Context: an optimization exercise on an open-source flow, tuned for small area and a short achievable clock period. The choices shown serve that exercise and are no tape-out recipe.
Function was not checked in any run shown here: the RTL went through the layout flow alone.
Power and IR drop assume default switching activity.

$ cat flow/design.v
module core_trace_buf #(
  parameter int DEPTH_LOG2 = 4,
  parameter int SEQ_W      = 16
) (
  input  logic                  clk,
  input  logic                  rst,
  input  logic                  trace_en,
  input  logic                  clear,
  input  logic [31:0]           core_pc,
  input  logic [31:0]           core_inst,
  input  logic                  core_rf_we,
  input  logic [4:0]            core_rf_waddr,
  input  logic [31:0]           core_rf_wdata,
  output logic                  out_valid,
  input  logic                  out_ready,
  output logic [SEQ_W-1:0]      out_seq,
  output logic [31:0]           out_pc,
  output logic [31:0]           out_inst,
  output logic                  out_rd_we,
  output logic [4:0]            out_rd,
  output logic [31:0]           out_rd_data,
  output logic [DEPTH_LOG2:0]   count,
  output logic                  overflow,
  output logic [SEQ_W-1:0]      drop_cnt
);
  localparam int DEPTH = 1 << DEPTH_LOG2;
  localparam int NS    = DEPTH - 1;                   
  localparam int CW    = DEPTH_LOG2 + 1;
  localparam int REC_W = SEQ_W + 32 + 32 + 1 + 5 + 32;
  logic [REC_W-1:0]      r_mem [NS];
  logic [REC_W-1:0]      r_head;
  logic [NS-1:0]         r_wa, r_wb;                  
  logic [NS-1:0]         w_wptr;
  logic [NS:0]           r_hsel;                      
  logic [CW-1:0]         r_count;
  logic                  r_valid, r_c1, r_c2, r_full;  
  logic [SEQ_W-1:0]      r_seq, r_drop;
  logic                  r_ovf;
  logic                  w_attempt, w_pop, w_push, w_drop, w_up, w_dn, w_to_mem, w_le1_n, w_hold;
  logic [REC_W-1:0]      w_rec, w_head_d;
  logic [NS:0]           w_hld;
  logic [NS-1:0]         w_wen;
  assign w_attempt = trace_en & ~clear;
  assign w_pop     = r_valid & out_ready & ~clear;
  assign w_push    = w_attempt & (~r_full | w_pop);
  assign w_drop    = w_attempt & r_full & ~w_pop;
  assign w_up      = w_push & ~w_pop;
  assign w_dn      = w_pop & ~w_push;
  assign w_to_mem  = w_push & r_valid & ~(r_c1 & out_ready);
  assign w_le1_n   = clear | ~r_valid | r_c1 & ~w_up | r_c2 & w_dn;
  assign w_rec     = {r_seq, core_pc, core_inst, core_rf_we & (core_rf_waddr != 5'd0), core_rf_waddr, core_rf_wdata};
  assign {out_seq, out_pc, out_inst, out_rd_we, out_rd, out_rd_data} = r_head;
  assign out_valid = r_valid;
  assign count     = r_count;
  assign overflow  = r_ovf;
  assign drop_cnt  = r_drop;
  assign w_hold = r_valid & ~out_ready;
  assign w_hld  = w_hold ? '0 : r_hsel;
  localparam int NT = NS + 2;                         
  localparam int NG = (NT + 2) / 3;
  logic [REC_W-1:0] w_dat [NG*3];
  logic [NG*3-1:0]  w_sel;
  logic [REC_W-1:0] w_grp_n [NG];
  always_comb begin
    for (int t = 0; t < NG*3; t++) w_dat[t] = '0;
    w_sel = '0;
    w_dat[0] = r_head;
    w_sel[0] = w_hold;
    w_dat[1] = w_rec;
    w_sel[1] = w_hld[NS];
    for (int i = 0; i < NS; i++) begin
      w_dat[i+2] = r_mem[i];
      w_sel[i+2] = w_hld[i];
    end
  end
  for (genvar g = 0; g < NG; g++) begin : g_grp
    for (genvar b = 0; b < REC_W; b++) begin : g_bit
      core_trace_buf_aoi3 u_aoi (
        .a1(w_sel[3*g]),   .a2(w_dat[3*g][b]),
        .b1(w_sel[3*g+1]), .b2(w_dat[3*g+1][b]),
        .c1(w_sel[3*g+2]), .c2(w_dat[3*g+2][b]),
        .y(w_grp_n[g][b])
      );
    end
  end
  always_comb begin
    w_head_d = '1;
    for (int g = 0; g < NG; g++) w_head_d = w_head_d & w_grp_n[g];
    w_head_d = ~w_head_d;
  end
  always_comb
    for (int i = 0; i < NS; i++)
      w_wen[i] = r_wa[i] | r_wb[i] & out_ready;
  always_ff @(posedge clk)
    for (int i = 0; i < NS; i++)
      if (w_wen[i]) r_mem[i] <= w_rec;
  always_ff @(posedge clk)
    r_head <= w_head_d;
  assign w_wptr = r_wa | r_wb;
  logic [NS-1:0]  n_wptr;
  logic [NS:0]    n_hsel;
  logic [CW-1:0]  n_count;
  logic           n_valid, n_c1, n_c2, n_full;
  always_comb begin
    n_wptr  = w_wptr;
    n_hsel  = r_hsel;
    n_count = r_count;
    n_valid = r_valid;
    n_c1    = r_c1;
    n_c2    = r_c2;
    n_full  = r_full;
    if (w_to_mem) n_wptr = {w_wptr[NS-2:0], w_wptr[NS-1]};
    if (w_le1_n)
      n_hsel = (NS+1)'(1) << NS;
    else if (w_pop)
      n_hsel = {1'b0, r_hsel[NS-2:0], r_hsel[NS-1]};
    else if (r_c1)
      n_hsel = {1'b0, w_wptr};
    if (w_up) begin
      n_count = r_count + 1'b1;
      n_valid = 1'b1;
      n_c1    = ~r_valid;
      n_c2    = r_c1;
      n_full  = r_count == CW'(DEPTH - 1);
    end else if (w_dn) begin
      n_count = r_count - 1'b1;
      n_valid = ~r_c1;
      n_c1    = r_c2;
      n_c2    = r_count == CW'(3);
      n_full  = 1'b0;
    end
  end
  always_ff @(posedge clk or posedge rst)
    if (rst) begin
      r_wa    <= NS'(1);
      r_wb    <= '0;
      r_hsel  <= (NS+1)'(1) << NS;
      r_count <= '0;
      r_valid <= 1'b0;
      r_c1    <= 1'b0;
      r_c2    <= 1'b0;
      r_full  <= 1'b0;
      r_seq   <= '0;
      r_drop  <= '0;
      r_ovf   <= 1'b0;
    end else if (clear) begin
      r_wa    <= NS'(1);
      r_wb    <= '0;
      r_hsel  <= (NS+1)'(1) << NS;
      r_count <= '0;
      r_valid <= 1'b0;
      r_c1    <= 1'b0;
      r_c2    <= 1'b0;
      r_full  <= 1'b0;
      r_seq   <= '0;
      r_drop  <= '0;
      r_ovf   <= 1'b0;
    end else begin
      r_wa    <= n_full ? '0 : n_wptr;
      r_wb    <= n_full ? n_wptr : '0;
      r_hsel  <= n_hsel;
      r_count <= n_count;
      r_valid <= n_valid;
      r_c1    <= n_c1;
      r_c2    <= n_c2;
      r_full  <= n_full;
      r_seq   <= w_attempt ? r_seq + 1'b1 : r_seq;
      r_drop  <= (w_drop && r_drop != '1) ? r_drop + 1'b1 : r_drop;
      r_ovf   <= r_ovf | w_drop;
    end
endmodule
module core_trace_buf_aoi3 (
  input  logic a1, a2, b1, b2, c1, c2,
  output logic y
);
  assign y = ~(a1 & a2 | b1 & b2 | c1 & c2);
endmodule
$ cat flow/constraint.sdc
create_clock -name core_clock -period 5.5 [get_ports {clk}]
set_input_delay 1.1000 -clock core_clock [delete_from_list [all_inputs] [get_ports {clk}]]
set_output_delay 1.1000 -clock core_clock [all_outputs]
set_load 0.01 [all_outputs]
$ cat flow/config.mk
export PLATFORM = sky130hd
export DESIGN_NAME = core_trace_buf
export DESIGN_NICKNAME = core_trace_buf
export VERILOG_FILES = /design/flow/design.v
export SDC_FILE = /design/flow/constraint.sdc
export NUM_CORES = 4
export LEC_CHECK = 0
export CAP_MARGIN = 20
export CORE_MARGIN = 2
export CORE_UTILIZATION = 48
export CTS_CLUSTER_DIAMETER = 80
export CTS_CLUSTER_SIZE = 28
export SETUP_SLACK_MARGIN = 3.2
export SLEW_MARGIN = 20
export SYNTH_HIERARCHICAL = 1
export SYNTH_MINIMUM_KEEP_SIZE = 0
$ cat flow/run.sh
#!/bin/bash
# synth_recipe.tcl (not shown) runs the flow's synth.tcl, then flattens the netlist and writes it again
# the make line also repeats each setting of config.mk as NAME=value (left out here)
make -C /OpenROAD-flow-scripts/flow DESIGN_CONFIG=/design/flow/config.mk WORK_HOME=/design/flow/orfs CLKGATE_MAP_FILE= SYNTH_SCRIPT=/design/flow/synth_recipe.tcl finish
==> results.toml, run 1 <==
[run_status]
status = "finished clean"

[yosys]
async_reset_ff_frac = 0.0445
synth-edff-count = 1770
synthesis.instances = 3298
synth_seq_cells = 1976
yosys_warnings = 12
syn_area_sq_mm = 0.0686
yosys.cell_types.count = 54
yosys_most_used_dff = "edfxtp_1"
yosysSeqAreaShare = 0.841
avgSynthCellArea_sq_um = 20.8

[global_route]
track_usage = 0.267
grt_pass1_wl_microns = 280000
antenna_found_initial = 16
grt_overflow = 0
grt_start_max_net_pins = 100
grt_pass1_vias = 38537

[place]
place_congestion = 0.735
dp_slack_ns = 1.59
dp.cells = 5735
dp_hpwl_microns = 92300
place_area_sq_mm = 0.0757
numPortBuffers = 247

[route]
drt-initial-drc-count = 6958
via_per_inst = 6.65
vias = 39931
antenna_left = 0
drc = 0
firstDrtPassIters = 10
routed_wl_microns = 200000
wire_per_inst_microns = 33.3

[clock_network]
cts.sinks = 1976
clock_latency_ns = 0.76
cts_tree = "done"
cts_max_level = 3
max-clock-path-buffers = 3
cts_made_buffers = 93
cts_root_buf = "clkbuf_16"
clk_pin_slew_ns = 0.10

[finish]
area_growth_pct = 16.9
fillers = 10669
finalNonFillerCells = 6004
fin_area_sq_mm = 0.0802
final_nets = 4144
layout-drive-gt1-share = 0.162

[worst_setup_path]
reg2reg_to = "r_head[17]$_DFF_P_"
ff2ff_setup_slack_ns = 3.20
slowest_stage = "dfrtp_1"
path_cells = "buf_2"
worst-path-stages = 1
cp-start-kind = "flip-flop"
crit_start = "r_drop[15]$_DFFE_PP0P_"
critPathTopFamily = "flip-flops"
cp_num_buf_inv = 1
r2r_cells = 7
crit_type = "flip-flop to output port"
slowest_delay_ns = 0.43
cp-end-kind = "output port"
cp_max_fo = 4
crit_arrival_ns = 1.34
worstReg2RegStart = "r_valid$_DFFE_PP0P_"
crit_end = "drop_cnt[15]"
worstPathRequired_ns = 4.40

[run]
maxCapViolations = 0

[sta]
min_period_ns = 2.44
fmax_mhz = 410
fin_tns_setup_ns = 0
skew_ns = 0.0359
slew_headroom = 0.290
final.setup.worst_slack_ns = 3.06
rsz0062_at_grt = "yes"
min_period_over_period = 0.443
worst_slew_pin_slew_ns = 1.06
hold_violations = 0
setup_viol = 0
slew_violations = 0

[power_and_ir_drop]
p_sw_frac = 0.221
p_clk_frac = 0.317
p_switching_mw = 5.92
total_power_mw = 26.9
pwr-share-seq = 0.626
ir_worst_vdd_v = 0.000215
power.internal_mw = 20.9
leakagePower_nw = 25.7
pwr-share-comb = 0.058
power.density_mw_per_mm2 = 335

[floorplan]
initial_utilization = 0.484
pin_count = 248
row_count = 138
die_w_microns = 382
core_sq_mm = 0.142
fp.dieH_microns = 382
die-area_sq_mm = 0.146

[worst_hold_path]
hold_path.class = "flip-flop to flip-flop"
==> flip-flops by register name (all words and copies together), names as in the netlist <==
| register | flops |
|---|---|
| r_valid | 1 |
| r_c1 | 1 |
| r_c2 | 1 |
| r_wa | 15 |
| r_count | 5 |
| r_drop | 16 |
| r_full | 1 |
| r_wb | 15 |
| r_ovf | 1 |
| r_seq | 16 |
| r_hsel | 16 |
| r_mem | 1770 |
| r_head | 118 |
==> layout make-up <==
type | count | area (sq um) | area share
diodes | 3 | 7.51 | 0.0000936
clock buffers | 130 | 2570 | 0.0320
clock inverters | 46 | 602 | 0.00750
inverters | 10 | 45.0 | 0.000561
multi-input cells | 1549 | 12100 | 0.151
flip-flops and latches | 1976 | 58000 | 0.723
well taps | 1890 | 2360 | 0.0295
repair buffers | 400 | 4530 | 0.0565
==> layout by cell type, fill, tap and decap left out, types with 19 or more instances in the layout <==
cell	Yosys	layout
clkbuf_16	0	98
a211oi_1	19	19
dfxtp_2	0	74
nor2_1	115	115
buf_4	0	86
dfxtp_4	0	44
buf_12	0	56
a21oi_1	27	24
clkbuf_1	16	30
edfxtp_1	1770	1770
a222oi_1	708	708
conb_1	1	236
buf_6	0	135
nand3_1	129	128
and4_1	118	118
dfrtp_1	86	74
clkdlybuf4s50_1	0	99
nand2_1	22	21
==> stage by stage <==
step / utilization / hold slack (ns)
floorplan: - / 0.440
detailed placement: 0.534 / 0.449
global route: 0.566 / 0.479
CTS: 0.564 / 0.470
finish: 0.566 / 0.464
global placement: 0.534 / 0.447
==> timing repair <==
action                     4_1_cts  5_1_grt
pin swaps                       29       10
buffers inserted                48       12
gates cloned                    27        3
hold buffers                     0        0
setup endpoints to repair     1932      303
resized for setup              899       21
hold endpoints to repair         0        0
==> synth_stat cells (all sizes together) (3+ instances only) <==
master | number | area share
edfxtp | 1770 | 0.77
a222oi | 708 | 0.10
nand3 | 129 | 0.0094
and4 | 118 | 0.015
dfxtp | 118 | 0.034
nor2 | 115 | 0.0063
dfrtp | 86 | 0.031
a21oi | 27 | 0.0020
nand2 | 22 | 0.0012
a211oi | 19 | 0.0021
and2 | 19 | 0.0017
xnor2 | 19 | 0.0024
a21o | 18 | 0.0020
clkbuf | 16 | 0.00087
mux2 | 14 | 0.0023
inv | 10 | 0.00055
buf | 9 | 0.00062
nor3 | 8 | 0.00058
xor2 | 8 | 0.0010
nand4 | 7 | 0.00073
ha | 6 | 0.0011
o21ai | 5 | 0.00036
mux2i | 4 | 0.00058
nor2b | 4 | 0.00036
nor4 | 4 | 0.00067
a31oi | 3 | 0.00027
and3 | 3 | 0.00027
or3 | 3 | 0.00027
==> power by group through the flow <==
stage / combinational, mW / clock, mW / sequential, mW
floorplan: 0.559 / 0 / 17.1
global placement: 1.43 / 0 / 17.1
CTS: 1.54 / 8.64 / 16.8
detailed placement: 1.45 / 0 / 17.1
global route: 1.66 / 9.16 / 16.8
finish: 1.55 / 8.50 / 16.8
==> cells by family (layout without fill, tap and decap cells) <==
logic type	Yosys count	in the layout	share of synthesized area
flip-flops	1976	1976	0.841
AO/OA/AOI/OAI	791	797	0.111
AND/OR/NAND/NOR	443	464	0.0380
buffers and inverters	35	586	0.00204
XOR/XNOR	27	27	0.00345
multiplexers	18	18	0.00288
adder cells (fa/ha/maj)	7	7	0.00139
other	1	239	0.0000546
==> worst min-delay path by stage <==
stage                                 from  slack (ns)                  to  cells after the start
floorplan            r_mem[2][0]$_DFFE_PP_        0.44   r_head[0]$_DFF_P_                      2
global route        r_mem[2][84]$_DFFE_PP_        0.48  r_head[84]$_DFF_P_                      2
detailed placement  r_mem[2][27]$_DFFE_PP_        0.45  r_head[27]$_DFF_P_                      2
global placement    r_mem[2][55]$_DFFE_PP_        0.45  r_head[55]$_DFF_P_                      2
finish              r_mem[2][84]$_DFFE_PP_        0.46  r_head[84]$_DFF_P_                      2
CTS                 r_mem[2][43]$_DFFE_PP_        0.47  r_head[43]$_DFF_P_                      2
==> metal layers <==
layer / track usage / vias to the layer above / share of wire
met1: 0.386 / 21070 / 0.40
met3: 0.0477 / 250 / 0.10
met5: 0 / - / 0.00050
met4: 0.0643 / 18 / 0.023
met2: 0.425 / 2089 / 0.47
li1: - / 16504 / -
==> modules after synthesis (local to each module, per instance) <==
module	cells inside	area [sq um]	flops+latches
core_trace_buf	2590	61600	1976
core_trace_buf_aoi3	1	10.0	0
==> run 2, diff against run 1 <==
--- a/flow/config.mk
+++ b/flow/config.mk
@@ -10,3 +10,3 @@
 export CORE_UTILIZATION = 48
-export CTS_CLUSTER_DIAMETER = 80
+export CTS_CLUSTER_DIAMETER = 150
 export CTS_CLUSTER_SIZE = 28
==> run 2 against run 1 <==
  * Flip-flop and latch count unchanged
  * Synthesized cell count unchanged
  * Sequential share of layout area increased by 0.64 points
  * Clock skew grew 0.0020 ns
  * Critical path depth did not move
  * Still clean
  * Count of clock-buffer cells in the layout grew 14
  * Fmax shrank 0.62%
  * Clock power is 14% lower
  * Hold slack better by 0.0074 ns
  * Highest routed layer unchanged
  * Register-to-register slack improved by 0.06 ns
  * Design area fell by 0.88%
==> results.toml, run 2 <==
[sta]
slew_headroom = 0.308
setup_viol = 0
fmax_mhz = 408
hold_violations = 0
fin_tns_setup_ns = 0
skew_ns = 0.0379
worst_slew_pin_slew_ns = 1.04
min_period_over_period = 0.446
rsz0062_at_grt = "yes"
slew_violations = 0
min_period_ns = 2.45

[power_and_ir_drop]
ir_worst_vdd_v = 0.000212
pwr-share-seq = 0.655
p_clk_frac = 0.284
p_sw_frac = 0.214
pwr-share-comb = 0.061
p_switching_mw = 5.49
power.internal_mw = 20.2
leakagePower_nw = 25.3
power.density_mw_per_mm2 = 323

[finish]
max_flop_register = "r_mem"
layout_common_cells = "edfxtp_1 (1770), a222oi_1 (708), conb_1 (236), buf_6 (135), nand3_1 (128)"
fin_area_sq_mm = 0.0795
reg_top3 = "r_mem x1770, r_head x118"
mostFrequentLayoutCell = "edfxtp_1"
final_nets = 4139
layout-drive-gt1-share = 0.152
largest_reg_flops = 1770
area_growth_pct = 15.8

[yosys]
synthesis.instances = 3298
syn_area_sq_mm = 0.0686
synthTopCellsByCount = "edfxtp_1 (1770), a222oi_1 (708), nand3_1 (129)"
yosys.cell_types.count = 54
netlist_top_cells_area = "edfxtp_1 (77%), a222oi_1 (10%), dfxtp_1 (3.4%), dfrtp_1 (3.1%), and4_1 (1.5%)"
synth-edff-count = 1770
yosysMostFrequentCell = "edfxtp_1"
synth_seq_cells = 1976
synth_top_area_share = 0.774
yosys_warnings = 12
yosysSeqAreaShare = 0.841
yosysTopAreaCell = "edfxtp_1"
avgSynthCellArea_sq_um = 20.8
yosys_most_used_dff = "edfxtp_1"
async_reset_ff_frac = 0.0445

[clock_network]
cts_root_buf = "clkbuf_16"
cts.sinks = 1976
cts_max_level = 3
cts_made_buffers = 80
ctsHoldBuffers = 0
cts_tree = "done"
clk_pin_slew_ns = 0.12
clock_latency_ns = 0.73
max-clock-path-buffers = 3

[route]
routed_wl_microns = 200000
drt-initial-drc-count = 7222
firstDrtPassIters = 10
via_per_inst = 6.66
wire_per_inst_microns = 33.5
antenna_left = 0
vias = 39890
drc = 0

[worst_setup_path]
critPathTopFamily = "flip-flops"
crit_arrival_ns = 1.35
cp-end-kind = "output port"
r2r_cells = 8
ff2ff_setup_slack_ns = 3.26
cp-start-kind = "flip-flop"
slowest_stage = "dfrtp_2"
worstReg2RegStart = "r_valid$_DFFE_PP0P_"
cp_num_buf_inv = 1
slowest_delay_ns = 0.48
reg2reg_to = "r_head[60]$_DFF_P_"
worstPathRequired_ns = 4.40
cp_max_fo = 3
crit_start = "r_valid$_DFFE_PP0P_"
crit_type = "flip-flop to output port"
path_cells = "buf_6"

[global_route]
grt.met1_usage = 0.390
track_usage = 0.267
grt_overflow = 0
grt_pass1_vias = 38392
grt_pass1_wl_microns = 280000
use_met3 = 0.0460
top_usage_layer = "met2"
antenna_found_initial = 15
met2_usage = 0.423
grt_start_max_net_pins = 100

[floorplan]
pin_count = 248
row_count = 138
die-area_sq_mm = 0.146
die_w_microns = 382
fp.dieH_microns = 382
core_sq_mm = 0.142
initial_utilization = 0.484

[place]
place_area_sq_mm = 0.0757
numPortBuffers = 247
dp_hpwl_microns = 92300
place_congestion = 0.735

[worst_hold_path]
hold_path.class = "flip-flop to flip-flop"
hp-start = "r_mem[2][77]$_DFFE_PP_"
worstHoldEndpoint = "r_head[77]$_DFF_P_"
holdPathStages = 2

[run_status]
status = "finished clean"

[run]
maxCapViolations = 0
## run 2: cell counts after synthesis
Identical to the previous run, type by type.
## run 2: what timing repair did
action	CTS	global route
setup endpoints to repair	1960	410
setup buffers	47	20
gates resized for setup	901	30
hold endpoints to repair	0	0
pin swaps	29	15
cloned	27	4
## run 2: cell families (layout without fill, tap and decap cells)
| family | count (synthesis) | in the layout | synth area share |
|---|---|---|---|
| xor gates and xnor gates | 27 | 27 | 0.00345 |
| adders and majority gates | 7 | 7 | 0.00139 |
| and+or+nand+nor | 443 | 464 | 0.0380 |
| AOI/OAI and AO/OA | 791 | 797 | 0.111 |
| muxes | 18 | 18 | 0.00288 |
| buffers and inverters | 35 | 566 | 0.00204 |
| other | 1 | 242 | 0.0000546 |
| DFF | 1976 | 1976 | 0.841 |
## run 2: Yosys stat by module (local to each module, per instance)
| module | area, sq um | cells inside | copies in the design |
|---|---|---|---|
| core_trace_buf_aoi3 | 10.0 | 1 | 708 |
| core_trace_buf | 61600 | 2590 | 1 |
## run 2: final cells by class
| class | instances | area, sq um |
|---|---|---|
| antenna | 6 | 15.0 |
| clock buffer | 144 | 2310 |
| clock inverter | 4 | 42.5 |
| fill | 10747 | 62200 |
| inverter | 10 | 45.0 |
| multi-input combinational | 1549 | 12100 |
| sequential | 1976 | 58000 |
| tap | 1890 | 2360 |
| timing repair buffer | 408 | 4630 |
## run 2: power groups by stage
stage | Combinational, mW | Sequential [mW] | Clock [mW]
2_1_floorplan | 0.559 | 17.1 | 0
4_1_cts | 1.54 | 16.8 | 7.42
3_3_place_gp | 1.43 | 17.1 | 0
6_report | 1.56 | 16.8 | 7.30
3_5_place_dp | 1.45 | 17.1 | 0
5_1_grt | 1.67 | 16.8 | 7.93
## run 2: how the worst max path moves through the flow
stage	end	depth (start not counted)
finish	out_valid	1
global route	count[4]	1
CTS	count[4]	1
detailed placement	r_count[4]$_DFFE_PP0P_	10
global placement	r_count[4]$_DFFE_PP0P_	10
floorplan	r_head[0]$_DFF_P_	7
## run 2: metrics by stage
stage               power (mW)  hold WS, ns  setup WS, ns  std cells   util
CTS                       25.8        0.475          3.02       5957  0.558
floorplan                 17.6        0.440          2.10       3533      -
global route              26.4        0.489          3.02       5984  0.561
global placement          18.5        0.447          1.62       5735  0.534
finish                    25.7        0.471          3.05       5987  0.561
detailed placement        18.5        0.449          1.59       5735  0.534
## run 2: per-layer routing
| layer | wire length (microns) | vias to the layer above | share of wire |
|---|---|---|---|
| met5 | 104 | - | 0.00052 |
| met4 | 4090 | 18 | 0.020 |
| met3 | 20800 | 233 | 0.10 |
| met2 | 94100 | 2161 | 0.47 |
| met1 | 81200 | 21046 | 0.41 |
| li1 | - | 16432 | - |
==> run 3, diff against run 2 <==
--- a/flow/design.v
+++ b/flow/design.v
@@ -64,4 +64,2 @@
   always_comb begin
-    for (int t = 0; t < NG*3; t++) w_dat[t] = '0;
-    w_sel = '0;
     w_dat[0] = r_head;
@@ -73,2 +71,6 @@
       w_sel[i+2] = w_hld[i];
+    end
+    for (int t = NT; t < NG*3; t++) begin
+      w_dat[t] = w_dat[3*(NG-1)];
+      w_sel[t] = w_sel[3*(NG-1)];
     end
--- a/flow/config.mk
+++ b/flow/config.mk
@@ -9,3 +9,3 @@
 export CORE_MARGIN = 2
-export CORE_UTILIZATION = 48
+export CORE_UTILIZATION = 56
 export CTS_CLUSTER_DIAMETER = 150
==> run 3 against run 2 <==
  * Fmax increased by 0.24%
  * Core utilization increased by 8.6 points
  * First-iteration DRC count increased by 14%
  * Die area decreased by 14%
  * Design area decreased by 0.91%
  * Wire length increased by 6.5%
  * Flip-flop and latch count unchanged
  * Global-route usage increased by 6.7 points
  * Clock skew decreased by 0.0083 ns
  * Synthesized cell count about the same
  * Critical endpoint unchanged
==> results.toml, run 3 <==
[run_status]
status = "finished clean"

[yosys]
syn_area_sq_mm = 0.0686
avgSynthCellArea_sq_um = 20.8
async_reset_ff_frac = 0.0445
synth_seq_cells = 1976
yosys_warnings = 12
synthTopCellsByCount = "edfxtp_1 (1770), a222oi_1 (708), nand3_1 (129)"
synth-edff-count = 1770
netlist_top_cells_area = "edfxtp_1 (77%), a222oi_1 (10%), dfxtp_1 (3.4%), dfrtp_1 (3.1%), and4_1 (1.5%)"
yosys_most_used_dff = "edfxtp_1"
synth_top_area_share = 0.774
yosysSeqAreaShare = 0.841
yosysMostFrequentCell = "edfxtp_1"
yosys.cell_types.count = 53
synthesis.instances = 3297
yosysTopAreaCell = "edfxtp_1"

[worst_setup_path]
worstPathRequired_ns = 4.40
cp_num_buf_inv = 1
critPathTopFamily = "flip-flops"
crit_arrival_ns = 1.35
cp_max_fo = 2
path_cells = "buf_6"
cp-end-kind = "output port"
cp-start-kind = "flip-flop"
worst-path-stages = 1
slowest_delay_ns = 0.51
ff2ff_setup_slack_ns = 3.15
slowest_stage = "dfrtp_4"
r2r_cells = 6
crit_type = "flip-flop to output port"

[finish]
reg_top3 = "r_mem x1770, r_head x118"
max_flop_register = "r_mem"
layout-drive-gt1-share = 0.174
final_core_util = 0.647
layout_common_cells = "edfxtp_1 (1770), a222oi_1 (708), buf_4 (135), nand3_1 (129), buf_6 (119)"
mostFrequentLayoutCell = "edfxtp_1"
fin_area_sq_mm = 0.0788
largest_reg_flops = 1770
final_nets = 3964
area_growth_pct = 14.8
fillers = 8368

[route]
drt-initial-drc-count = 8261
via_per_inst = 7.41
antenna_left = 0
firstDrtPassIters = 14
routed_wl_microns = 213000
drc = 0
vias = 40957
wire_per_inst_microns = 38.6

[sta]
hold_violations = 0
skew_ns = 0.0296
setup_viol = 0
fmax_mhz = 409
final.setup.worst_slack_ns = 3.05
rsz0062_at_grt = "yes"
worst_slew_pin_slew_ns = 1.04
min_period_ns = 2.45
fin_tns_setup_ns = 0
slew_violations = 0
min_period_over_period = 0.445
slew_headroom = 0.306

[power_and_ir_drop]
pwr-share-seq = 0.658
p_clk_frac = 0.278
p_sw_frac = 0.213
ir_worst_vdd_v = 0.000252
leakagePower_nw = 25.0
power.internal_mw = 20.1
power.density_mw_per_mm2 = 325
pwr-share-comb = 0.064
p_switching_mw = 5.46

[global_route]
track_usage = 0.334
grt_pass1_vias = 39540
grt_pass1_wl_microns = 296000
grt_overflow = 0
grt_start_max_net_pins = 119
antenna_found_initial = 15

[run]
maxCapViolations = 0

[floorplan]
row_count = 128
fp.dieH_microns = 354
pin_count = 248
die-area_sq_mm = 0.125
die_w_microns = 354
initial_utilization = 0.564
core_sq_mm = 0.122

[clock_network]
max-clock-path-buffers = 3
clock_latency_ns = 0.71
cts.sinks = 1976
cts_max_level = 3
cts_tree = "done"
clk_pin_slew_ns = 0.11
cts_made_buffers = 80
cts_root_buf = "clkbuf_16"
ctsHoldBuffers = 0

[place]
numPortBuffers = 247
place_congestion = 0.787
dp_slack_ns = 1.44
place_area_sq_mm = 0.0746
dp_hpwl_microns = 92400

[worst_hold_path]
hold_path.class = "flip-flop to flip-flop"
holdPathStages = 2
run 3: cells by family (layout without fill, tap and decap cells):
| kind of cell | Yosys count | in the layout | synth area share |
|---|---|---|---|
| buf+inv | 35 | 605 | 0.00204 |
| other cells | 0 | 5 | 0 |
| mux | 18 | 18 | 0.00288 |
| flops | 1976 | 1976 | 0.841 |
| compound gates | 791 | 803 | 0.111 |
| simple gates | 443 | 463 | 0.0380 |
| fa+ha+maj | 7 | 7 | 0.00139 |
| xor+xnor | 27 | 27 | 0.00345 |
run 3: per-stage QoR:
| stage | hold slack (ns) | instances | total power [mW] |
|---|---|---|---|
| after CTS | 0.480 | 5509 | 25.6 |
| after floorplan | 0.440 | 3297 | 17.6 |
| after detailed placement | 0.455 | 5248 | 18.6 |
| final | 0.470 | 5529 | 25.6 |
| after global routing | 0.504 | 5528 | 26.3 |
| after global placement | 0.447 | 5248 | 18.5 |
run 3: area by class of cell:
| type | count | area, sq um | share of cell area |
|---|---|---|---|
| antenna | 5 | 12.5 | 0.000159 |
| multi-input combinational | 1318 | 11300 | 0.143 |
| tap | 1625 | 2030 | 0.0258 |
| inverter | 10 | 42.5 | 0.000540 |
| clock inverter | 1 | 16.3 | 0.000206 |
| clock buffer | 130 | 2210 | 0.0281 |
| sequential | 1976 | 58000 | 0.735 |
| timing repair buffer | 464 | 5240 | 0.0665 |
run 3: final timing paths:
kind | from | endpoint
max | r_valid$_DFFE_PP0P_ | out_valid
min | r_mem[2][9]$_DFFE_PP_ | r_head[9]$_DFF_P_
max reg2reg | r_valid$_DFFE_PP0P_ | r_head[79]$_DFF_P_
min reg2reg | r_mem[2][9]$_DFFE_PP_ | r_head[9]$_DFF_P_
max in group asynchronous | rst | r_seq[6]$_DFFE_PP0P_
min in group asynchronous | rst | r_drop[2]$_DFFE_PP0P_
run 3: power by group through the flow:
stage	clock [mW]	sequential [mW]	combinational, mW
floorplan	0	17.1	0.517
global placement	0	17.1	1.44
detailed placement	0	17.1	1.47
CTS	7.21	16.8	1.62
global route	7.68	16.9	1.73
finish	7.12	16.8	1.64
run 3: repair_timing:
item | 4_1_cts | 5_1_grt
setup endpoints to repair | 2059 | 246
gates cloned | 44 | 2
gates resized for setup | 928 | 26
pin swaps | 53 | 28
setup buffers | 86 | 13
run 3: routing by layer:
metal,vias up,track usage,share of wire
met4,16,0.105,0.034
met1,21273,0.475,0.37
met3,375,0.0590,0.13
met2,2938,0.533,0.47
li1,16355,-,-
met5,-,0,0.00047
run 3: Yosys stat by module (local to each module, per instance):
module,times used,cell area (sq um)
core_trace_buf,1,61600
core_trace_buf_aoi3,708,10.0
==> run 4, diff against run 3 <==
--- a/flow/config.mk
+++ b/flow/config.mk
@@ -9,3 +9,3 @@
 export CORE_MARGIN = 2
-export CORE_UTILIZATION = 56
+export CORE_UTILIZATION = 50
 export CTS_CLUSTER_DIAMETER = 150
==> run 4 against run 3 <==
  * Critical path depth up 10
  * Register-to-register slack worse by 0.15 ns
  * Wire length up 11%
  * Largest power group unchanged
  * Still clean on timing, DRC and antenna
  * Design area up 4.2%
  * Global-route usage down 0.89 points
==> results.toml, run 4 <==
[global_route]
grt_start_max_net_pins = 67
grt_pass1_wl_microns = 318000
antenna_found_initial = 22
track_usage = 0.325
grt_overflow = 0
grt_pass1_vias = 40088

[route]
routed_wl_microns = 236000
drc = 0
wire_per_inst_microns = 40.6
vias = 42717
antenna_left = 0
firstDrtPassIters = 11
drt-initial-drc-count = 10023
via_per_inst = 7.34

[floorplan]
fp.dieH_microns = 375
pin_count = 248
row_count = 135
die_w_microns = 375
core_sq_mm = 0.136
die-area_sq_mm = 0.140
initial_utilization = 0.505

[yosys]
async_reset_ff_frac = 0.0445
yosys_warnings = 12
synth-edff-count = 1770
synth_mux_area_frac = 0.00288
netlist_top_cells_area = "edfxtp_1 (77%), a222oi_1 (10%), dfxtp_1 (3.4%), dfrtp_1 (3.1%), and4_1 (1.5%)"
synth_top_family_by_area = "compound AO/OA/AOI/OAI gates"
synthesis.instances = 3297
synth_compound_area_frac = 0.111
synthSimpleGateAreaFrac = 0.0380
synth_seq_cells = 1976
yosys.cell_types.count = 53
avgSynthCellArea_sq_um = 20.8
synth_xor_area_frac = 0.00345
yosysTopAreaCell = "edfxtp_1"
synthTopCellsByCount = "edfxtp_1 (1770), a222oi_1 (708), nand3_1 (129)"
yosys.area_share.adder = 0.00139
syn_area_sq_mm = 0.0686
synth_top_area_share = 0.774
yosysSeqAreaShare = 0.841
yosys_most_used_dff = "edfxtp_1"
yosysMostFrequentCell = "edfxtp_1"

[sta]
slew_headroom = 0.319
rsz0062_at_grt = "yes"
setup_viol = 0
fmax_mhz = 397
min_period_ns = 2.52
hold_violations = 0
fin_tns_setup_ns = 0
min_period_over_period = 0.458
slew_violations = 0
skew_ns = 0.0345
worst_slew_pin_slew_ns = 1.02

[finish]
layout-drive-gt1-share = 0.199
layout_common_cells = "edfxtp_1 (1770), a222oi_1 (708), buf_6 (165), nand3_1 (127), and4_1 (118)"
reg_top3 = "r_mem x1770, r_head x118"
largest_reg_flops = 1770
fillers = 9596
final_nets = 4082
area_growth_pct = 19.6
final_core_util = 0.604
max_flop_register = "r_mem"
mostFrequentLayoutCell = "edfxtp_1"

[worst_hold_path]
hold_path.class = "flip-flop to flip-flop"

[power_and_ir_drop]
ir_worst_vdd_v = 0.000247
leakagePower_nw = 26.3
pwr-share-seq = 0.649
pwr-share-comb = 0.071
p_sw_frac = 0.219
power.density_mw_per_mm2 = 317
p_clk_frac = 0.281
power.internal_mw = 20.3
p_switching_mw = 5.70

[worst_setup_path]
cp-start-kind = "primary input"
cp-end-kind = "flip-flop"
cp_max_fo = 11
slowest_delay_ns = 0.32
path_cells = "buf_4, nand2b_4, buf_6, buf_12, and2_4, buf_12, buf_6, buf_16, a222oi_1, and4_1, nand3_1"
crit_arrival_ns = 3.12
crit_type = "primary input to flip-flop"
slowest_stage = "a222oi_1"
worstPathRequired_ns = 6.10

[clock_network]
cts_root_buf = "clkbuf_16"
max-clock-path-buffers = 3
ctsHoldBuffers = 0
clk_pin_slew_ns = 0.11
cts_max_level = 3
cts_tree = "done"
clock_latency_ns = 0.76
cts_made_buffers = 80
cts.sinks = 1976

[place]
dp_hpwl_microns = 93400
numPortBuffers = 247
place_congestion = 0.781

[run_status]
status = "finished clean"

[run]
maxCapViolations = 0
## run 4: changes by cell type in the layout (fill, tap and decap cells not counted), sizes merged, moves of 3 or more
cell	previous run	this run
a21o	30	33
and2	35	42
buf	347	453
bufbuf	10	4
clkbuf	134	147
clkinv	2	5
inv	8	11
## run 4: path summary, 6_finish.rpt
path | startpoint | endpoint | slack [ns] | cells past startpoint
worst max-delay path | out_ready | r_head[22]$_DFF_P_ | 2.98 | 11
worst min-delay path | r_mem[2][21]$_DFFE_PP_ | r_head[21]$_DFF_P_ | 0.47 | 2
worst max register to register | r_valid$_DFFE_PP0P_ | r_count[4]$_DFFE_PP0P_ | 3.00 | 10
worst min register to register | r_mem[2][21]$_DFFE_PP_ | r_head[21]$_DFF_P_ | 0.47 | 2
max in group asynchronous | rst | r_drop[6]$_DFFE_PP0P_ | 3.58 | 3
min in group asynchronous | rst | r_ovf$_DFF_PP0_ | 0.75 | 2
## run 4: per-layer routing
metal,wire length [microns],global-route usage
met4,8210,0.101
met3,38700,0.0860
met2,106000,0.493
met1,83100,0.463
met5,135,0
## run 4: power by group through the flow
stage	registers (mW)	clock network [mW]	logic [mW]
2_1_floorplan	17.1	0	0.517
3_5_place_dp	17.1	0	1.47
3_3_place_gp	17.1	0	1.44
4_1_cts	16.9	7.31	1.77
5_1_grt	16.9	7.83	1.93
6_report	16.9	7.29	1.84
## run 4: per-stage QoR
step / hold WS, ns / total power, mW / std cells / cell area (sq um) / setup WS (ns)
global placement: 0.445 / 18.5 / 5397 / 74900 / 1.08
CTS: 0.475 / 25.9 / 5779 / 81500 / 2.98
global route: 0.496 / 26.6 / 5810 / 82100 / 2.91
finish: 0.474 / 26.0 / 5816 / 82100 / 2.98
detailed placement: 0.452 / 18.6 / 5397 / 74900 / 1.28
floorplan: 0.440 / 17.6 / 3297 / 68700 / 1.97
## run 4: cell families (layout without fill, tap and decap cells)
group                      count (synthesis)  count (layout)
AOI/OAI and AO/OA                        791             806
DFF                                     1976            1976
xor gates and xnor gates                  27              27
muxes                                     18              18
buffers and inverters                     35             726
other                                      0               7
and+or+nand+nor                          443             468
adders and majority gates                  7               7
## run 4: repair_timing
action                                   CTS  global route
gates cloned                             105            14
gates resized for setup                 1064            36
setup buffers                            135            16
endpoints found under the setup margin  2052           501
pin swaps                                250           207
## run 4: final cells by class
type,instances,area [sq um],area share
Multi-Input combinational cell,1326,11400,0.139
Antenna cell,7,17.5,0.000213
Clock buffer,134,2230,0.0271
Inverter,10,42.5,0.000518
Sequential cell,1976,58000,0.706
Clock inverter,8,98.8,0.00120
Tap cell,1781,2230,0.0271
Timing Repair Buffer,574,8100,0.0986
## run 4: critical path: cells and delay by family
family / cells / cell delay [ns]
AO/OA/AOI/OAI: 1 / 0.32
buffers and inverters: 6 / 0.91
AND/OR/NAND/NOR: 4 / 0.76
## run 4: modules after synthesis (local to each module, per instance)
module / area, sq um / cells inside
core_trace_buf: 61600 / 2589
core_trace_buf_aoi3: 10.0 / 1
==> run 5, diff against run 4 <==
--- a/flow/design.v
+++ b/flow/design.v
@@ -38,5 +38,9 @@
   logic                  r_ovf;
+  logic [CW-1:0]         r_count_o;
+  logic                  r_valid_o;
+  logic [SEQ_W-1:0]      n_drop;
+  logic [CW-1:0]         n_count_o;
+  logic                  n_valid_o;
   logic                  w_attempt, w_pop, w_push, w_drop, w_up, w_dn, w_to_mem, w_le1_n, w_hold;
   logic [REC_W-1:0]      w_rec, w_head_d;
-  logic [NS:0]           w_hld;
   logic [NS-1:0]         w_wen;
@@ -52,25 +56,23 @@
   assign {out_seq, out_pc, out_inst, out_rd_we, out_rd, out_rd_data} = r_head;
-  assign out_valid = r_valid;
-  assign count     = r_count;
+  assign out_valid = r_valid_o;
+  assign count     = r_count_o;
   assign overflow  = r_ovf;
   assign drop_cnt  = r_drop;
+  assign n_drop    = (w_drop && r_drop != '1) ? r_drop + 1'b1 : r_drop;
+  assign n_count_o = w_up ? r_count_o + 1'b1 : w_dn ? r_count_o - 1'b1 : r_count_o;
+  assign n_valid_o = w_up | (w_dn ? r_count_o != CW'(1) : r_valid_o);
+  localparam int NT = NS + 1;                         
+  localparam int NG = NT / 3;                         
+  logic [REC_W-1:0] w_dat [NT];
+  logic [NT-1:0]    w_sel;
+  logic [REC_W-1:0] w_grp_n [NG+1];
+  logic [REC_W-1:0] w_src;
+  logic w_load;
   assign w_hold = r_valid & ~out_ready;
-  assign w_hld  = w_hold ? '0 : r_hsel;
-  localparam int NT = NS + 2;                         
-  localparam int NG = (NT + 2) / 3;
-  logic [REC_W-1:0] w_dat [NG*3];
-  logic [NG*3-1:0]  w_sel;
-  logic [REC_W-1:0] w_grp_n [NG];
   always_comb begin
-    w_dat[0] = r_head;
-    w_sel[0] = w_hold;
-    w_dat[1] = w_rec;
-    w_sel[1] = w_hld[NS];
+    w_dat[0] = w_rec;
+    w_sel[0] = r_hsel[NS];
     for (int i = 0; i < NS; i++) begin
-      w_dat[i+2] = r_mem[i];
-      w_sel[i+2] = w_hld[i];
-    end
-    for (int t = NT; t < NG*3; t++) begin
-      w_dat[t] = w_dat[3*(NG-1)];
-      w_sel[t] = w_sel[3*(NG-1)];
+      w_dat[i+1] = r_mem[i];
+      w_sel[i+1] = r_hsel[i];
     end
@@ -88,5 +90,12 @@
   always_comb begin
-    w_head_d = '1;
-    for (int g = 0; g < NG; g++) w_head_d = w_head_d & w_grp_n[g];
-    w_head_d = ~w_head_d;
+    w_grp_n[NG] = '1;
+    for (int t = 3*NG; t < NT; t++)
+      w_grp_n[NG] = w_grp_n[NG] & ~(w_sel[t] ? w_dat[t] : '0);
+    w_src = '1;
+    for (int g = 0; g <= NG; g++) w_src = w_src & w_grp_n[g];
+    w_src = ~w_src;
+  end
+  assign w_load = ~r_valid | out_ready;
+  for (genvar b = 0; b < REC_W; b++) begin : g_head
+    core_trace_buf_ao22 u_mux (.a1(w_hold), .a2(r_head[b]), .b1(w_load), .b2(w_src[b]), .y(w_head_d[b]));
   end
@@ -141,2 +150,4 @@
       r_valid <= 1'b0;
+      r_count_o <= '0;
+      r_valid_o <= 1'b0;
       r_c1    <= 1'b0;
@@ -153,2 +164,4 @@
       r_valid <= 1'b0;
+      r_count_o <= '0;
+      r_valid_o <= 1'b0;
       r_c1    <= 1'b0;
@@ -165,2 +178,4 @@
       r_valid <= n_valid;
+      r_count_o <= n_count_o;
+      r_valid_o <= n_valid_o;
       r_c1    <= n_c1;
@@ -169,3 +184,3 @@
       r_seq   <= w_attempt ? r_seq + 1'b1 : r_seq;
-      r_drop  <= (w_drop && r_drop != '1) ? r_drop + 1'b1 : r_drop;
+      r_drop  <= n_drop;
       r_ovf   <= r_ovf | w_drop;
@@ -179 +194,7 @@
 endmodule
+module core_trace_buf_ao22 (
+  input  logic a1, a2, b1, b2,
+  output logic y
+);
+  assign y = a1 & a2 | b1 & b2;
+endmodule
--- a/flow/config.mk
+++ b/flow/config.mk
@@ -9,3 +9,3 @@
 export CORE_MARGIN = 2
-export CORE_UTILIZATION = 50
+export CORE_UTILIZATION = 55
 export CTS_CLUSTER_DIAMETER = 150
==> run 5 against run 4 <==
  * Core utilization rose by 3.3 points
  * Still clean
  * Clock skew fell by 0.0029 ns
  * Hold slack improved by 0.0027 ns
  * Area after synthesis rose by 0.46%
  * Critical path type unchanged
  * Critical endpoint is now r_count[4]$_DFFE_PP0P_
==> results.toml, run 5 <==
[clock_network]
ctsHoldBuffers = 0
clock_latency_ns = 0.71
cts_made_buffers = 80
cts.sinks = 1982
clk_pin_slew_ns = 0.11
cts_root_buf = "clkbuf_16"
max-clock-path-buffers = 3
cts_max_level = 3
cts_tree = "done"

[finish]
finalNonFillerCells = 5698
max_flop_register = "r_mem"
area_growth_pct = 14.8
layout_common_cells = "edfxtp_1 (1770), a222oi_1 (590), nand2_1 (144), a21oi_1 (144), buf_4 (138)"
layout-drive-gt1-share = 0.169
fin_area_sq_mm = 0.0791
reg_top3 = "r_mem x1770, r_head x118"
largest_reg_flops = 1770
mostFrequentLayoutCell = "edfxtp_1"
final_nets = 4102

[worst_setup_path]
cp_max_fo = 5
r2r_cells = 9
worstReg2RegStart = "r_valid$_DFFE_PP0P_"
crit_arrival_ns = 3.14
cp-start-kind = "primary input"
cp-end-kind = "flip-flop"
crit_start = "out_ready"
crit_type = "primary input to flip-flop"
crit_end = "r_count[4]$_DFFE_PP0P_"
ff2ff_setup_slack_ns = 3.08
worstPathRequired_ns = 6.14
reg2reg_to = "r_count[4]$_DFFE_PP0P_"

[floorplan]
initial_utilization = 0.556
core_sq_mm = 0.124
fp.dieH_microns = 358
pin_count = 248
row_count = 129
die-area_sq_mm = 0.128
die_w_microns = 358

[route]
firstDrtPassIters = 9
routed_wl_microns = 216000
wl_met2_microns = 100000
drt-initial-drc-count = 7979
drc = 0
via_per_inst = 7.28
vias = 41460
wl_met3_microns = 29200
routed.top_layer = "met5"
wire_per_inst_microns = 37.9
wl_met1_microns = 80200
antenna_left = 0

[sta]
min_period_ns = 2.49
slew_headroom = 0.289
setup_viol = 0
hold_violations = 0
holdWs_ns = 0.477
fin_tns_setup_ns = 0
min_period_over_period = 0.453
slew_violations = 0
skew_ns = 0.0316
fmax_mhz = 401
rsz0062_at_grt = "yes"
worst_slew_pin_slew_ns = 1.07

[yosys]
async_reset_ff_frac = 0.0474
yosys_most_used_dff = "edfxtp_1"
synthesis.instances = 3460
avgSynthCellArea_sq_um = 19.9
syn_area_sq_mm = 0.0690
synth_top_family_by_area = "compound AO/OA/AOI/OAI gates"
synth-edff-count = 1770
synth_compound_area_frac = 0.117
synth_mux_area_frac = 0.00307
synth_top_area_share = 0.771
yosysTopAreaCell = "edfxtp_1"
netlist_top_cells_area = "edfxtp_1 (77%), a222oi_1 (8.6%), dfxtp_1 (3.4%), dfrtp_1 (3.3%), a22o_1 (1.5%)"
yosys.cell_types.count = 49
yosys_warnings = 603
yosysMostFrequentCell = "edfxtp_1"
synthTopCellsByCount = "edfxtp_1 (1770), a222oi_1 (590), a21oi_1 (148)"
yosysSeqAreaShare = 0.839
synth_xor_area_frac = 0.00432
synth_seq_cells = 1982
synthSimpleGateAreaFrac = 0.0316
yosys.area_share.adder = 0.00192

[power_and_ir_drop]
leakagePower_nw = 26.0
power.density_mw_per_mm2 = 321
ir_worst_vdd_v = 0.000226

[run]
maxCapViolations = 0

[place]
dp.cells = 5378
numPortBuffers = 247
place_congestion = 0.811
place_area_sq_mm = 0.0743
dp_hpwl_microns = 92300

[global_route]
antenna_found_initial = 14
grt_pass1_vias = 40106
grt_start_max_net_pins = 119
grt_pass1_wl_microns = 298000
grt_overflow = 0
track_usage = 0.332

[run_status]
status = "finished clean"

[worst_hold_path]
hold_path.class = "flip-flop to flip-flop"
run 5: cell count changes after synthesis, sizes merged, moves of 16 or more:
cell,before,now
nand2,22,144
a21oi,27,148
nand4,7,127
a222oi,708,590
a22o,0,118
and4,118,1
nand3,129,13
a211oi,19,2
a22oi,0,17
and2,19,3
run 5: worst min-delay path by stage:
stage | to | from | depth (start not counted)
global route | r_head[0]$_DFF_P_ | r_head[0]$_DFF_P_ | 1
CTS | r_head[0]$_DFF_P_ | r_head[0]$_DFF_P_ | 1
finish | r_head[46]$_DFF_P_ | r_head[46]$_DFF_P_ | 1
global placement | r_head[47]$_DFF_P_ | r_head[47]$_DFF_P_ | 1
detailed placement | r_head[101]$_DFF_P_ | r_head[101]$_DFF_P_ | 1
floorplan | r_count[4]$_DFFE_PP0P_ | r_count[4]$_DFFE_PP0P_ | 2
run 5: kinds of logic (layout without fill, tap and decap cells):
family          count (synthesis)  count (layout)
mux                            19              19
other cells                     0               8
simple gates                  452             452
xor+xnor                       34              34
compound gates                908             919
buf+inv                        55             637
flops                        1982            1982
fa+ha+maj                      10              10
run 5: area by class of cell:
type                            count  area (sq um)
Clock inverter                      3          26.3
Multi-Input combinational cell   1434         11200
Inverter                           15          62.6
Timing Repair Buffer              472          5230
Clock buffer                      147          2360
Sequential cell                  1982         58200
Antenna cell                        8          20.0
Fill cell                        8514         45000
Tap cell                         1637          2050
run 5: where the power goes:
group / switching, mW / leakage [nW] / internal, mW
Clock: 4.35 / 1.13 / 2.96
Combinational: 0.737 / 6.35 / 0.579
Sequential: 0.184 / 18.5 / 16.6
run 5: timing repair:
item                       in CTS  in global routing
setup buffers                 112                 30
setup endpoints to repair    1628                454
pin swaps                      14                 20
cloned                         17                  3
gates resized for setup       886                 62
run 5: per-module statistics from Yosys (local to each module, per instance):
module / flops+latches / area [sq um] / copies in the design
core_trace_buf: 1982 / 62000 / 1
core_trace_buf_ao22: 0 / 8.76 / 118
core_trace_buf_aoi3: 0 / 10.0 / 590
run 5: critical path, stage by stage:
cell     delay, ns
buf_8         0.10
buf_12        0.11
and2_4        0.17
nor3_4        0.19
inv_2         0.11
fa_2          0.36
a21o_1        0.20
a21oi_2       0.15
xnor2_1       0.09
or3_1         0.40
a21oi_2       0.15
run 5: per-stage QoR:
step	total power, mW	util	worst slack (ns)
floorplan	17.5	-	1.61
global placement	18.2	0.599	1.31
detailed placement	18.2	0.599	1.37
CTS	25.4	0.633	3.04
global route	26.1	0.637	2.98
finish	25.4	0.638	3.01
run 5: metal layers:
layer / up-vias / GRT usage
met4: 14 / 0.0993
met2: 3069 / 0.517
met5: - / 0
li1: 16534 / -
met1: 21482 / 0.483
met3: 361 / 0.0651
==> run 6, diff against run 5 <==
--- a/flow/config.mk
+++ b/flow/config.mk
@@ -9,3 +9,3 @@
 export CORE_MARGIN = 2
-export CORE_UTILIZATION = 55
+export CORE_UTILIZATION = 50
 export CTS_CLUSTER_DIAMETER = 150
==> run 6 against run 5 <==
  * Still clean on timing, DRC and antenna
  * Via count fell by 4.2%
  * Synthesized cell count unchanged
  * Core utilization shrank 6.0 points
==> results.toml, run 6 <==
[run_status]
status = "finished clean"

[global_route]
grt_pass1_wl_microns = 275000
grt_overflow = 0
grt_start_max_net_pins = 119
met2_usage = 0.432
use_met3 = 0.0395
track_usage = 0.269
grt_pass1_vias = 38367
antenna_found_initial = 16
grt.met1_usage = 0.391
top_usage_layer = "met2"

[finish]
final_nets = 4108
multiInputGateArea_sq_mm = 0.0112
layout-drive-gt1-share = 0.170
final_core_util = 0.578
finalNonFillerCells = 5853
reg_top3 = "r_mem x1770, r_head x118"
max_flop_register = "r_mem"
regArea_sq_mm = 0.0581
mostFrequentLayoutCell = "edfxtp_1"
largest_reg_flops = 1770
fillers = 10290
layout_common_cells = "edfxtp_1 (1770), a222oi_1 (590), buf_6 (147), nand2_1 (144), buf_4 (144)"
area_growth_pct = 15.0

[yosys]
yosys_warnings = 603
yosys.cell_types.count = 49
yosys_most_used_dff = "edfxtp_1"
yosysMostFrequentCell = "edfxtp_1"
yosysTopAreaCell = "edfxtp_1"
synthesis.instances = 3460
yosysSeqAreaShare = 0.839
synth_seq_cells = 1982
syn_area_sq_mm = 0.0690
netlist_top_cells_area = "edfxtp_1 (77%), a222oi_1 (8.6%), dfxtp_1 (3.4%), dfrtp_1 (3.3%), a22o_1 (1.5%)"
synthTopCellsByCount = "edfxtp_1 (1770), a222oi_1 (590), a21oi_1 (148)"
avgSynthCellArea_sq_um = 19.9
synth_top_area_share = 0.771
synth-edff-count = 1770
async_reset_ff_frac = 0.0474

[sta]
final.setup.worst_slack_ns = 3.09
skew_ns = 0.0350
min_period_ns = 2.41
min_period_over_period = 0.438
hold_violations = 0
worst_slew_pin_slew_ns = 1.01
rsz0062_at_grt = "yes"
slew_violations = 0
fin_tns_setup_ns = 0
slew_headroom = 0.329
fmax_mhz = 415
setup_viol = 0

[clock_network]
clock_latency_ns = 0.72
cts_made_buffers = 80
cts_max_level = 3
max-clock-path-buffers = 3
cts_tree = "done"
cts.sinks = 1982
cts_root_buf = "clkbuf_16"
clk_pin_slew_ns = 0.11
ctsHoldBuffers = 0

[power_and_ir_drop]
pwr-share-comb = 0.052
p_clk_frac = 0.287
power.density_mw_per_mm2 = 320
pwr-share-seq = 0.660
leakagePower_nw = 26.0
ir_worst_vdd_v = 0.000211
p_switching_mw = 5.27
p_sw_frac = 0.208
power.internal_mw = 20.1

[worst_setup_path]
critPathTopFamily = "flip-flops"
crit_type = "flip-flop to output port"
worstPathRequired_ns = 4.40
path_cells = "buf_6"
crit_start = "r_drop[11]$_DFFE_PP0P_"
reg2reg_to = "r_count[4]$_DFFE_PP0P_"
cp-start-kind = "flip-flop"
slowest_delay_ns = 0.46
ff2ff_setup_slack_ns = 3.16
worst-path-stages = 1
r2r_cells = 9
crit_arrival_ns = 1.31
worstReg2RegStart = "r_valid$_DFFE_PP0P_"
cp-end-kind = "output port"
crit_end = "drop_cnt[11]"
cp_max_fo = 4
cp_num_buf_inv = 1
slowest_stage = "dfrtp_2"

[place]
place_congestion = 0.746
dp_hpwl_microns = 91100
dp_slack_ns = 1.38
dp.cells = 5538
numPortBuffers = 247

[worst_hold_path]
hold_path.class = "flip-flop to flip-flop"

[floorplan]
row_count = 136
pin_count = 248
core_sq_mm = 0.137
die_w_microns = 375
fp.dieH_microns = 375
initial_utilization = 0.503
die-area_sq_mm = 0.141

[route]
vias = 39724
drt-initial-drc-count = 7308
wire_per_inst_microns = 33.1
antenna_left = 0
drc = 0
routed_wl_microns = 194000
firstDrtPassIters = 9
via_per_inst = 6.79

[run]
maxCapViolations = 0
==> run 6: layout make-up <==
class / instances / share of cell area
clock inverters: 3 / 0.000521
multi-input cells: 1438 / 0.142
flip-flops and latches: 1982 / 0.733
repair buffers: 474 / 0.0664
clock buffers: 144 / 0.0291
diodes: 3 / 0.0000947
well taps: 1794 / 0.0283
inverters: 15 / 0.000789
==> run 6: power by group through the flow <==
| stage | clock network, mW | registers [mW] | logic (mW) |
|---|---|---|---|
| final | 7.29 | 16.8 | 1.32 |
| after global routing | 7.88 | 16.8 | 1.42 |
| after CTS | 7.41 | 16.8 | 1.31 |
| after detailed placement | 0 | 17.1 | 1.16 |
| after global placement | 0 | 17.1 | 1.15 |
| after floorplan | 0 | 17.1 | 0.409 |
==> run 6: what timing repair did <==
action / in CTS / in global routing
setup endpoints to repair: 2001 / 707
gates resized for setup: 911 / 68
pin swaps: 19 / 22
buffers inserted: 106 / 38
gates cloned: 17 / 4
==> run 6: cells by family (layout without fill, tap and decap cells) <==
group                      Yosys count  count (layout)  share of synthesized area
DFF                               1982            1982                      0.839
muxes                               19              19                    0.00307
other                                0               3                          0
and+or+nand+nor                    452             452                     0.0316
buffers and inverters               55             636                    0.00316
xor gates and xnor gates            34              34                    0.00432
AOI/OAI and AO/OA                  908             923                      0.117
adders and majority gates           10              10                    0.00192
==> run 6: layer usage <==
| metal | share of wire | vias to the layer above |
|---|---|---|
| li1 | - | 16544 |
| met1 | 0.40 | 20804 |
| met2 | 0.48 | 2110 |
| met3 | 0.097 | 254 |
| met4 | 0.024 | 12 |
| met5 | 0.00037 | - |
==> run 6: worst min-delay path by stage <==
| stage | cells past startpoint | from | end |
|---|---|---|---|
| 2_1_floorplan | 2 | r_count[4]$_DFFE_PP0P_ | r_count[4]$_DFFE_PP0P_ |
| 4_1_cts | 1 | r_head[2]$_DFF_P_ | r_head[2]$_DFF_P_ |
| 5_1_grt | 1 | r_head[93]$_DFF_P_ | r_head[93]$_DFF_P_ |
| 3_3_place_gp | 1 | r_head[20]$_DFF_P_ | r_head[20]$_DFF_P_ |
| 3_5_place_dp | 1 | r_head[40]$_DFF_P_ | r_head[40]$_DFF_P_ |
| 6_report | 1 | r_head[2]$_DFF_P_ | r_head[2]$_DFF_P_ |
==> run 6: modules after synthesis, one instance, submodules excluded <==
module               cells  copies in the design  flops+latches  area (sq um)
core_trace_buf        2752                     1           1982         62000
core_trace_buf_aoi3      1                   590              0          10.0
core_trace_buf_ao22      1                   118              0          8.76
==> run 6: through the flow <==
stage | instance area, sq um | hold WS [ns] | power, mW
finish | 79300 | 0.485 | 25.4
global route | 79300 | 0.504 | 26.1
CTS | 78600 | 0.491 | 25.5
detailed placement | 74500 | 0.463 | 18.2
floorplan | 69000 | 0.513 | 17.5
global placement | 74500 | 0.461 | 18.2
==> run 6: worst reg2reg max path, cell delays in order, from the launching register on <==
cell	delay [ns]
dfrtp_2	0.52
and2_4	0.19
nor3_4	0.19
inv_2	0.10
fa_2	0.38
a21o_1	0.21
a21oi_2	0.15
xnor2_1	0.09
or3_1	0.33
a21oi_2	0.12
==> run 7, diff against run 6 <==
--- a/flow/design.v
+++ b/flow/design.v
@@ -114,2 +114,5 @@
   logic           n_valid, n_c1, n_c2, n_full;
+  logic [CW-1:0]  w_count_inc, w_count_dec;
+  assign w_count_inc = r_count + 1'b1;
+  assign w_count_dec = r_count - 1'b1;
   always_comb begin
@@ -117,3 +120,2 @@
     n_hsel  = r_hsel;
-    n_count = r_count;
     n_valid = r_valid;
@@ -129,4 +131,4 @@
       n_hsel = {1'b0, w_wptr};
+    n_count = {CW{w_up}} & w_count_inc | {CW{w_dn}} & w_count_dec | {CW{~w_up & ~w_dn}} & r_count;
     if (w_up) begin
-      n_count = r_count + 1'b1;
       n_valid = 1'b1;
@@ -136,3 +138,2 @@
     end else if (w_dn) begin
-      n_count = r_count - 1'b1;
       n_valid = ~r_c1;
==> run 7 against run 6 <==
  * Combinational power down 14%
  * Clock power grew 0.5%
  * Wire length increased by 4.4%
  * Fmax decreased by 0.63%
  * Total power fell by 0.75%
  * Register-to-register slack improved by 0.07 ns
  * Worst setup slack worse by 0.015 ns
  * Global-route usage rose by 1.1 points
  * Hold slack better by 0.0057 ns
  * Largest power group unchanged
==> results.toml, run 7 <==
[yosys]
synth-edff-count = 1770
netlist_top_cells_area = "edfxtp_1 (77%), a222oi_1 (8.6%), dfxtp_1 (3.4%), dfrtp_1 (3.3%), a22o_1 (1.5%)"
yosysSeqAreaShare = 0.838
synthesis.instances = 3457
synth_top_area_share = 0.770
yosys_warnings = 603
yosys_most_used_dff = "edfxtp_1"
yosysTopAreaCell = "edfxtp_1"
yosysMostFrequentCell = "edfxtp_1"
avgSynthCellArea_sq_um = 20.0
synthTopCellsByCount = "edfxtp_1 (1770), a222oi_1 (592), nand2_1 (171)"
syn_area_sq_mm = 0.0690
synth_seq_cells = 1982
yosys.cell_types.count = 57
async_reset_ff_frac = 0.0474

[floorplan]
pin_count = 248
die_w_microns = 376
row_count = 136
initial_utilization = 0.503
fp.dieH_microns = 376
die-area_sq_mm = 0.141
core_sq_mm = 0.137

[sta]
rsz0062_at_grt = "yes"
fin_tns_setup_ns = 0
slew_violations = 0
worst_slew_pin_slew_ns = 0.992
fmax_mhz = 412
setup_viol = 0
slew_headroom = 0.339
skew_ns = 0.0294
min_period_ns = 2.42
hold_violations = 0
min_period_over_period = 0.441

[route]
firstDrtPassIters = 9
antenna_left = 0
wire_per_inst_microns = 34.5
vias = 40538
drc = 0
drt-initial-drc-count = 7367
routed_wl_microns = 202000
via_per_inst = 6.91

[power_and_ir_drop]
power.density_mw_per_mm2 = 317
p_clk_frac = 0.291
ir_worst_vdd_v = 0.000239
pwr-share-comb = 0.045
leakagePower_nw = 26.2
p_switching_mw = 5.19
pwr-share-seq = 0.663
power.internal_mw = 20.0
total_power_mw = 25.2
p_sw_frac = 0.206

[worst_setup_path]
slowest_stage = "dfrtp_2"
crit_end = "count[2]"
cp-end-kind = "output port"
crit_type = "flip-flop to output port"
cp_max_fo = 2
crit_start = "r_count_o[2]$_DFFE_PP0P_"
cp_num_buf_inv = 1
critPathTopFamily = "flip-flops"
cp-start-kind = "flip-flop"
worst-path-stages = 1
r2r_cells = 4
worstPathRequired_ns = 4.40
reg2reg_to = "r_head[88]$_DFF_P_"
slowest_delay_ns = 0.45
crit_arrival_ns = 1.32
ff2ff_setup_slack_ns = 3.23
path_cells = "buf_6"
worstReg2RegStart = "r_hsel[6]$_DFFE_PP0P_"

[global_route]
track_usage = 0.280
antenna_found_initial = 12
grt_pass1_wl_microns = 284000
grt_pass1_vias = 38597
grt_start_max_net_pins = 78
grt_overflow = 0

[place]
place_area_sq_mm = 0.0747
place_congestion = 0.757
dp_hpwl_microns = 92900
numPortBuffers = 247

[finish]
mostFrequentLayoutCell = "edfxtp_1"
max_flop_register = "r_mem"
fin_area_sq_mm = 0.0793
reg_top3 = "r_mem x1770, r_head x118"
largest_reg_flops = 1770
layout_common_cells = "edfxtp_1 (1770), a222oi_1 (592), nand2_1 (171), buf_6 (157), buf_4 (147)"
final_nets = 4118
final_core_util = 0.578
area_growth_pct = 14.9
layout-drive-gt1-share = 0.170

[clock_network]
clock_latency_ns = 0.75
clk_pin_slew_ns = 0.12
cts_max_level = 3
cts.sinks = 1982
cts_root_buf = "clkbuf_16"
cts_made_buffers = 80
cts_tree = "done"
ctsHoldBuffers = 0
max-clock-path-buffers = 3

[run]
maxCapViolations = 0

[run_status]
status = "finished clean"

[worst_hold_path]
hold_path.class = "flip-flop to flip-flop"
==> run 7: modules after synthesis (local to each module, per instance) <==
module,flops+latches,times used,area (sq um),cells inside
core_trace_buf_aoi3,0,590,10.0,1
core_trace_buf,1982,1,62100,2749
core_trace_buf_ao22,0,118,8.76,1
==> run 7: worst min path at each step <==
stage | start | to | slack, ns | cells past startpoint
floorplan | r_ovf$_DFF_PP0_ | r_ovf$_DFF_PP0_ | 0.52 | 1
global placement | r_head[31]$_DFF_P_ | r_head[31]$_DFF_P_ | 0.46 | 1
detailed placement | r_head[89]$_DFF_P_ | r_head[89]$_DFF_P_ | 0.46 | 1
CTS | r_head[76]$_DFF_P_ | r_head[76]$_DFF_P_ | 0.49 | 1
global route | r_head[7]$_DFF_P_ | r_head[7]$_DFF_P_ | 0.50 | 1
finish | r_head[27]$_DFF_P_ | r_head[27]$_DFF_P_ | 0.49 | 1
==> run 7: layer usage <==
layer / vias up / routed length, microns / track usage / part of all wire
li1: 16616 / - / - / -
met1: 21167 / 79900 / 0.409 / 0.40
met2: 2505 / 94800 / 0.441 / 0.47
met3: 244 / 23000 / 0.0496 / 0.11
met4: 6 / 4620 / 0.0723 / 0.023
met5: - / 42 / 0 / 0.00021
==> run 7: logic make-up after synthesis <==
logic type / share of synthesized area
AOI/OAI and AO/OA: 0.119
xor gates and xnor gates: 0.00241
adders and majority gates: 0.00218
buffers and inverters: 0.00305
DFF: 0.838
muxes: 0.00395
and+or+nand+nor: 0.0311
==> run 7: cell type report <==
class	count	area, sq um
Inverter	19	80.1
Multi-Input combinational cell	1439	11300
Antenna cell	7	17.5
Tap cell	1794	2240
Fill cell	10252	58000
Clock inverter	4	35.0
Clock buffer	143	2300
Timing Repair Buffer	477	5210
Sequential cell	1982	58100
==> run 7: metrics by stage <==
| step | setup slack [ns] | instances | hold slack (ns) |
|---|---|---|---|
| final | 3.08 | 5865 | 0.491 |
| after global routing | 3.05 | 5861 | 0.504 |
| after CTS | 3.02 | 5825 | 0.492 |
| after detailed placement | 1.52 | 5546 | 0.464 |
| after global placement | 1.56 | 5546 | 0.461 |
| after floorplan | 1.58 | 3457 | 0.521 |
==> run 7: power groups by stage <==
stage,Clock (mW),Combinational (mW),Sequential [mW]
finish,7.33,1.14,16.7
detailed placement,0,0.972,17.0
global placement,0,0.958,17.0
CTS,7.43,1.12,16.7
floorplan,0,0.306,17.0
global route,7.90,1.22,16.7
==> run 7: repair_timing <==
item                                    4_1_cts  5_1_grt
pin swaps                                    14       18
buffers inserted                            115       29
gates cloned                                 17        4
gates resized for setup                     908       47
endpoints found under the setup margin     2049      608

## separate check: timing with driven ports
Ports are ideal in the flow. The routed layouts listed here were re-timed in OpenROAD.
Step 1 assumes that a clkbuf_16 drives the clock port and a buf_2 every other input.
Step 2, shift: input delay + t, output delay - t, t = (earliest + latest rising clock arrival at the registers) / 2. This alone moves slack from input paths to output paths.
Slacks: ideal / step 1 / step 2; pairs: ideal / step 1.
run | t, ns | setup slack, ns | latest minus earliest clock arrival (ns) | slew at the worst register clock pin (ns)
run 1 | 0.809 | 3.062 / 2.988 / 2.439 | 0.049 / 0.049 | 0.11 / 0.11
run 2 | 0.798 | 3.047 / 2.964 / 2.465 | 0.042 / 0.042 | 0.12 / 0.12
run 3 | 0.781 | 3.053 / 2.969 / 2.390 | 0.032 / 0.032 | 0.11 / 0.11
run 4 | 0.824 | 2.983 / 2.931 / 2.213 | 0.044 / 0.044 | 0.12 / 0.12
run 5 | 0.783 | 3.007 / 3.036 / 2.266 | 0.041 / 0.040 | 0.11 / 0.11
run 6 | 0.784 | 3.091 / 3.018 / 2.433 | 0.041 / 0.041 | 0.12 / 0.12
run 7 | 0.819 | 3.076 / 2.990 / 2.320 | 0.037 / 0.037 | 0.12 / 0.12
After both steps setup and hold are still met in every run listed. For run 4, which loses most, drivers alone change the setup slack by -0.052 ns; drivers and shift together by -0.770 ns.
